Source: an optimization exercise on an open RTL-to-GDS flow (aim: small area, a short achievable clock period and few clock cycles). Production flows keep margins and buffers that such runs may drop.
Power figures rest on the tool's default switching activity, not on a simulated workload.

Design accq_top, start of the top module:
module accq_top (
  input  logic        clk_i,
  input  logic        rst_ni,
  input  logic        cmd_valid_i,
  input  logic [9:0]  cmd_i,
  output logic        cmd_ready_o,
  input  logic        psum_valid_i,
  input  logic [31:0] psum_i,
  output logic        psum_ready_o,
  input  logic        norm_valid_i,
  input  logic [12:0] norm_i,
  output logic        norm_ready_o,
  output logic        out_valid_o,
  output logic [63:0] out_o,
  input  logic        out_ready_i,
  output logic        busy_o
);
For scale: about 500 flip-flops, ~130 I/O pins.
==> flow/config.mk <==
export PLATFORM = sky130hd
export DESIGN_NAME = accq_top
export DESIGN_NICKNAME = accq_top
export VERILOG_FILES = /design/flow/design.v
export SDC_FILE = /design/flow/constraint.sdc
export NUM_CORES = 4
export LEC_CHECK = 0
export ABC_AREA = 1
export CAP_MARGIN = 20
export CORE_MARGIN = 2
export CORE_UTILIZATION = 60
export SLEW_MARGIN = 20
==> flow/constraint.sdc <==
create_clock -name core_clock -period 10.0 [get_ports {clk_i}]
set_input_delay 2.0000 -clock core_clock [delete_from_list [all_inputs] [get_ports {clk_i}]]
set_output_delay 2.0000 -clock core_clock [all_outputs]
set_load 0.01 [all_outputs]
standard.sh (not shown) runs the stock make flow with config.mk's settings and CLKGATE_MAP_FILE= SYNTH_SCRIPT=/design/flow/synth_recipe.tcl, a recipe that flattens the netlist after the stock synthesis.
==> flow/flow/run.sh <==
#!/bin/bash
# Own flow: the standard layout (standard.sh, standard synthesis unchanged) with
#  - port buffers of buf_2 instead of the default delay buffer,
#  - a clock tree without dummy loads, built from clkbuf_8,
#  - a tighter setup repair target.
# make's own output goes to standard_flow.log; ORFS keeps each step's log under orfs/logs.
set -euo pipefail
bash standard.sh \
  "BUFFER_PORTS_ARGS=-buffer_cell sky130_fd_sc_hd__buf_2" \
  "CTS_ARGS=-sink_clustering_enable -repair_clock_nets -dont_use_dummy_load -buf_list sky130_fd_sc_hd__clkbuf_8 -sink_clustering_size 16 -sink_clustering_max_diameter 60" \
  "SETUP_SLACK_MARGIN=6.6" \
  finish > standard_flow.log 2>&1
The baseline finished with timing, DRC and antenna clean.
Next try:
--- a/flow/design.v
+++ b/flow/design.v
@@ -756,30 +756,30 @@
   logic       e_rlt9   [4];
   logic [2:0] e_pr     [4];
   logic [2:0] e_nr     [4];
   logic [7:0] rem_dec;
   logic       rz_q, r1_q, rlt8_q, rlt9_q;
   assign rem_dec = rem - 8'd1;
   logic       e_nrdy   [4];
-  if (1) begin : g_eng1
+  for (genvar g = 0; g < 4; g++) begin : g_eng
     accq_eng u_eng (
-      .ph_i(psum_hs), .nh_i(norm_hs),
+      .ph_i(g[1]), .nh_i(g[0]),
       .rem_i(rem), .rem_dec_i(rem_dec), .rz_i(rz_q), .r1_i(r1_q), .rlt8_i(rlt8_q), .rlt9_i(rlt9_q),
       .ptr_i(ptr), .nq_idx_i(nq_idx), .nq_act_i(nq_act),
       .add_after_nq_i(add_after_nq), .nq_since_add_i(nq_since_add),
       .q0_v_i(q0_v), .q0_op_i(q0_op), .q0_len_i(q0_len), .so_busy_i(so_busy),
       .pipe_busy_i(pipe_busy), .out_valid_i(out_valid_q), .hp_i(hp), .pr_i(pr_q), .nr_i(nr_q),
-      .rem_o(e_rem[0]), .rz_o(e_rz[0]), .r1_o(e_r1[0]), .rlt8_o(e_rlt8[0]), .rlt9_o(e_rlt9[0]),
-      .ptr_o(e_ptr[0]), .pr_o(e_pr[0]), .nq_idx_o(e_nq_idx[0]), .nr_o(e_nr[0]), .nq_act_o(e_nq_act[0]),
-      .aan_o(e_aan[0]), .disp_acc_o(e_disp[0]), .psum_rdy_o(e_prdy[0]), .norm_rdy_o(e_nrdy[0])
+      .rem_o(e_rem[g]), .rz_o(e_rz[g]), .r1_o(e_r1[g]), .rlt8_o(e_rlt8[g]), .rlt9_o(e_rlt9[g]),
+      .ptr_o(e_ptr[g]), .pr_o(e_pr[g]), .nq_idx_o(e_nq_idx[g]), .nr_o(e_nr[g]), .nq_act_o(e_nq_act[g]),
+      .aan_o(e_aan[g]), .disp_acc_o(e_disp[g]), .psum_rdy_o(e_prdy[g]), .norm_rdy_o(e_nrdy[g])
     );
   end
   logic [1:0] hsel;
   logic       psum_ready_n, norm_ready_n;
-  assign hsel         = 2'd0;
+  assign hsel         = {psum_hs, norm_hs};
   assign psum_ready_n = e_prdy[hsel];
   assign norm_ready_n = e_nrdy[hsel];
   always_comb begin
     rem_n          = e_rem[hsel];
     ptr_n          = e_ptr[hsel];
     nq_idx_n       = e_nq_idx[hsel];
     nq_act_n       = e_nq_act[hsel];
Effect: The new run went through all stages and came out clean. Global-route usage hardly moves. Via count climbs by 9.3%. Register-to-register slack is about the same. Sequential power drops by about 2%. Combinational power climbs by 18%. Design area climbs by 3.0%. Power climbs by 4.0%. Hold slack improved by 15 ps. Setup slack improved by 210 ps.
No run of this note included a check of the RTL's function; only the layout flow was run.

==> afterwards: timing with drivers on the ports <==
Ports are ideal in the flow. The routed layouts listed here were re-timed in OpenROAD. Step 1 (the two cells are an assumption about what drives the block):
set clk [get_ports {clk_i}]
set_driving_cell -lib_cell sky130_fd_sc_hd__clkbuf_16 $clk
set_driving_cell -lib_cell sky130_fd_sc_hd__buf_2 [delete_from_list [all_inputs] $clk]
Step 2 moves the port delays by t, midway between the first and last clock arrival at a register: inputs arrive t later, outputs are due t later. That takes back most of the time a late clock gives input paths. Three values: no drivers, after step 1, after step 2; two values: the first two.
run | t, ns | setup slack, ns | clock arrival spread, ns | slew at the worst register clock pin (ns)
the first run | 0.670 | 6.484 / 6.471 / 5.801 | 0.064 / 0.064 | 0.11 / 0.11
the second run | 0.657 | 6.694 / 6.694 / 6.202 | 0.041 / 0.042 | 0.10 / 0.10
After both steps setup and hold are still met in every run listed. For the first run, which loses most, drivers alone change the setup slack by -0.013 ns; drivers and shift together by -0.683 ns.
